From an optimization exercise on the open Yosys and OpenROAD flow, aimed at small area; shortcuts taken in it are not production practice. Only simulation tests tie the RTL to the original design; equivalence was not proved. Power figures rest on the tool's default switching activity, not on a simulated workload.

==> v30: inputs <==
==> flow/design.v <==
module mips_multicycle_core #(
  parameter int                    ADDR_WIDTH = 32,
  parameter logic [ADDR_WIDTH-1:0] RESET_PC   = '0,
  parameter int                    NUM_REGS   = 32
) (
  input  logic                  clk,
  input  logic                  rst,
  output logic                  mem_req,
  output logic                  mem_we,
  output logic [ADDR_WIDTH-1:0] mem_addr,
  output logic [31:0]           mem_wdata,
  input  logic [31:0]           mem_rdata,
  input  logic                  mem_ready,
  output logic                  halted
);
  localparam int NR = 31;    
  typedef enum logic [2:0] {
    S_START,
    S_FETCH,
    S_READ,
    S_WRITE,
    S_MEM,
    S_BEQ1,
    S_BEQ2,
    S_HALT
  } state_t;
  state_t          r_state;
  logic [29:0]     r_pc;         
  logic [4:0]      r_p;          
  logic            r_clr;        
  logic [31:0]     r_x;
  logic [31:0]     r_y;
  logic [28:0]     r_ir;         
  logic            r_gs;         
  logic            r_gt;         
  logic [NR*32-1:0] r_ring;
  logic        w_op5, w_op3, w_op2;
  logic        w_lw, w_sw, w_addi, w_beq, w_r, w_need_t;
  logic [4:0]  w_rs, w_rt, w_rd;
  logic [5:0]  w_fn;
  logic [31:0] w_sext;
  assign w_op5   = r_ir[28];
  assign w_op3   = r_ir[27];
  assign w_op2   = r_ir[26];
  assign w_lw    = w_op5 & ~w_op3;
  assign w_sw    = w_op5 &  w_op3;
  assign w_addi  = ~w_op5 & w_op3;
  assign w_beq   = w_op2;
  assign w_r     = ~w_op5 & ~w_op3 & ~w_op2;
  assign w_need_t = ~(w_op5 ^ w_op3);         
  assign w_rs    = r_ir[25:21];
  assign w_rt    = r_ir[20:16];
  assign w_rd    = w_r ? r_ir[15:11] : r_ir[20:16];
  assign w_fn    = r_ir[5:0];
  assign w_sext  = {{16{r_ir[15]}}, r_ir[15:0]};
  logic [5:0] f_op, f_fn;
  logic       f_legal, f_j;
  assign f_op = mem_rdata[31:26];
  assign f_fn = mem_rdata[5:0];
  assign f_j  = (f_op == 6'h02);
  always_comb begin
    case (f_op)
      6'h00:   f_legal = (f_fn == 6'h20) || (f_fn == 6'h22) || (f_fn == 6'h24) ||
                         (f_fn == 6'h25) || (f_fn == 6'h2A);
      6'h02, 6'h04, 6'h08, 6'h23, 6'h2B: f_legal = 1'b1;
      default: f_legal = 1'b0;
    endcase
  end
  logic [31:0] w_head, w_hz, w_head_in, w_alu;
  logic        w_wr;
  assign w_head    = r_ring[31:0];
  assign w_hz      = r_clr ? 32'd0 : w_head;
  assign w_wr      = (r_state == S_WRITE) && (r_p == w_rd);
  assign w_head_in = w_wr ? w_alu : w_hz;
  logic        w_use_imm, w_sub, w_lt;
  logic [31:0] w_b, w_sum;
  logic        f_sub_fn, f_slt_fn, f_and_fn, f_or_fn;
  assign f_slt_fn = w_fn[3];
  assign f_and_fn = ~w_fn[3] & w_fn[2] & ~w_fn[0];
  assign f_or_fn  = ~w_fn[3] & w_fn[2] &  w_fn[0];
  assign f_sub_fn = ~w_fn[2] & w_fn[1];
  assign w_use_imm = w_addi | w_op5 | (r_state == S_BEQ2);
  assign w_sub     = ~w_use_imm & (w_beq | (w_r & (f_sub_fn | f_slt_fn)));
  assign w_b       = w_use_imm ? w_sext : (r_y ^ {32{w_sub}});
  assign w_sum     = r_x + w_b + {31'd0, w_sub};
  assign w_lt      = (r_x[31] ^ r_y[31]) ? r_x[31] : w_sum[31];
  always_comb begin
    if (w_lw)
      w_alu = r_x;
    else if (w_r && f_slt_fn)
      w_alu = {31'd0, w_lt};
    else if (w_r && f_and_fn)
      w_alu = r_x & r_y;
    else if (w_r && f_or_fn)
      w_alu = r_x | r_y;
    else
      w_alu = w_sum;
  end
  logic w_hit_s, w_hit_t, w_done_s, w_done_t;
  logic [1:0] w_ea_lo;
  assign w_hit_s  = (r_p == w_rs);
  assign w_hit_t  = (r_p == w_rt) && w_need_t;
  assign w_done_s = r_gs || w_hit_s || (w_rs == 5'd0);
  assign w_done_t = r_gt || w_hit_t || (w_rt == 5'd0) || !w_need_t;
  assign w_ea_lo  = (w_hit_s ? w_hz[1:0] : r_x[1:0]) + r_ir[1:0];
  logic [29:0] w_pc_inc;
  assign w_pc_inc = r_pc + 30'd1;
  always_ff @(posedge clk) begin
    r_ring <= {w_head_in, r_ring[NR*32-1:32]};
  end
  always_ff @(posedge clk or posedge rst) begin
    if (rst) begin
      r_state <= S_START;
      r_pc    <= RESET_PC[31:2];
      r_p     <= 5'd1;
      r_clr   <= 1'b1;
    end else begin
      r_p <= (r_p == 5'd31) ? 5'd1 : r_p + 5'd1;
      if (r_p == 5'd31) r_clr <= 1'b0;
      case (r_state)
        S_START: r_state <= S_FETCH;
        S_FETCH: begin
          if (mem_ready) begin
            if (!f_legal) begin
              r_state <= S_HALT;
            end else if (f_j) begin
              r_pc <= {w_pc_inc[29:26], mem_rdata[25:0]};
            end else begin
              r_pc    <= w_pc_inc;
              r_state <= S_READ;
            end
          end
        end
        S_READ: begin
          if (w_done_s && w_done_t) begin
            if (w_op5)
              r_state <= (w_ea_lo != 2'b00) ? S_HALT : S_MEM;
            else if (w_beq)
              r_state <= S_BEQ1;
            else
              r_state <= S_WRITE;
          end
        end
        S_WRITE: begin
          if (w_wr || (w_rd == 5'd0)) r_state <= S_FETCH;
        end
        S_MEM: begin
          if (mem_ready) r_state <= w_lw ? S_WRITE : S_FETCH;
        end
        S_BEQ1: begin
          r_state <= (w_sum == 32'd0) ? S_BEQ2 : S_FETCH;
        end
        S_BEQ2: begin
          r_pc    <= w_sum[29:0];
          r_state <= S_FETCH;
        end
        default: r_state <= S_HALT;
      endcase
    end
  end
  always_ff @(posedge clk) begin
    case (r_state)
      S_FETCH: begin
        r_x  <= 32'd0;
        r_y  <= 32'd0;
        r_gs <= 1'b0;
        r_gt <= 1'b0;
        r_ir <= {mem_rdata[31], mem_rdata[29], mem_rdata[28], mem_rdata[25:0]};
      end
      S_READ: begin
        if (w_hit_s) begin
          r_x  <= w_hz;
          r_gs <= 1'b1;
        end
        if (w_hit_t) begin
          r_y  <= w_hz;
          r_gt <= 1'b1;
        end
      end
      S_MEM: begin
        if (mem_ready) r_x <= mem_rdata;
      end
      S_BEQ1: begin
        r_x <= {2'b00, r_pc};
      end
      default: ;
    endcase
  end
  assign mem_req   = (r_state == S_FETCH) || (r_state == S_MEM);
  assign mem_we    = (r_state == S_MEM) && w_sw;
  assign mem_addr  = (r_state == S_MEM) ? {w_sum[31:2], 2'b00} : {r_pc, 2'b00};
  assign mem_wdata = r_y;
  assign halted    = (r_state == S_HALT);
endmodule
==> flow/run.sh <==
#!/bin/bash
# synth_recipe.tcl (not shown) runs the flow's synth.tcl, then flattens the netlist and writes it again
# the make line also repeats each setting of config.mk as NAME=value (left out here)
make -C /OpenROAD-flow-scripts/flow DESIGN_CONFIG=/design/flow/config.mk WORK_HOME=/design/flow/orfs CLKGATE_MAP_FILE= SYNTH_SCRIPT=/design/flow/synth_recipe.tcl finish
==> flow/config.mk <==
export PLATFORM = sky130hd
export DESIGN_NAME = mips_multicycle_core
export DESIGN_NICKNAME = mips_multicycle_core
export VERILOG_FILES = /design/flow/design.v
export SDC_FILE = /design/flow/constraint.sdc
export NUM_CORES = 4
export LEC_CHECK = 0
export CAP_MARGIN = 20
export CORE_MARGIN = 2
export CORE_UTILIZATION = 40
export SLEW_MARGIN = 20
==> flow/constraint.sdc <==
create_clock -name core_clock -period 10.0 [get_ports {clk}]
set_input_delay 2.0000 -clock core_clock [delete_from_list [all_inputs] [get_ports {clk}]]
set_output_delay 2.0000 -clock core_clock [all_outputs]
set_load 0.01 [all_outputs]
==> v3: changes against v30 <==
--- a/flow/config.mk
+++ b/flow/config.mk
@@ -7,5 +7,6 @@
 export LEC_CHECK = 0
 export CAP_MARGIN = 20
 export CORE_MARGIN = 2
-export CORE_UTILIZATION = 40
+export CORE_UTILIZATION = 60
+export CTS_BUF_LIST = sky130_fd_sc_hd__clkbuf_4
 export SLEW_MARGIN = 20
==> key figures <==
Clock tree
  – H-tree levels: 3
  – Clock Pin Slew Worst Setup and Hold Paths: 0.06 ns

Route
  – Routed wl met2: 31800 um

Pwr
  – Leak: 0.0143 uW
  – Internal portion of total power: 8810 uW

Placed design
  – Place WS: 2.62 ns
  – RePlAce Congestion: 0.904

Global routing
  – Met1 Track Usage GR: 26.2%

Finish
  – Non-clock buffer count: 129

Status
  – Status: no timing/DRC/antenna violations
# the run above: v30

==> key figures <==
Finish
  – Non-clock buffer count: 126

Global routing
  – Met3 track demand over resource: 7.25%
  – Met1 Track Usage GR: 37.3%

Pwr
  – Leak: 0.0145 uW
  – Internal portion of total power: 8310 uW

Placed design
  – RePlAce Congestion: 0.910
  – Place WS: 2.75 ns

Clock tree
  – H-tree levels: 4

Route
  – Post-DR wirelength/cell: 20.9 um
  – Routed wl met2: 34500 um

Status
  – Status: no timing/DRC/antenna violations
# the run above: v3

[re-timing with driven ports]
No port has a modelled driver above. Below, the same layouts with a new extraction and two added sets of constraints. Step 1 (the two cells are an assumption about what drives the block):
set clk [get_ports {clk}]
set_driving_cell -lib_cell sky130_fd_sc_hd__clkbuf_16 $clk
set_driving_cell -lib_cell sky130_fd_sc_hd__buf_2 [delete_from_list [all_inputs] $clk]
Step 2 adds t to the input delays and takes it off the output delays; t is the mean of the earliest and latest rising clock arrival at the registers after step 1. Input paths then give back, and output paths get back, about the clock's delay inside the block. a / b / c = ideal ports / drivers / drivers and shift; a / b = the first two.
run	t (ns)	setup WS [ns]	latest minus earliest clock arrival (ns)	worst slew at a driven data input, ns
v30	0.706	1.846 / 1.787 / 2.492	0.027 / 0.027	0.07
v3	1.129	1.536 / 1.476 / 2.605	0.073 / 0.073	0.06
After both steps setup and hold are still met in every run listed.
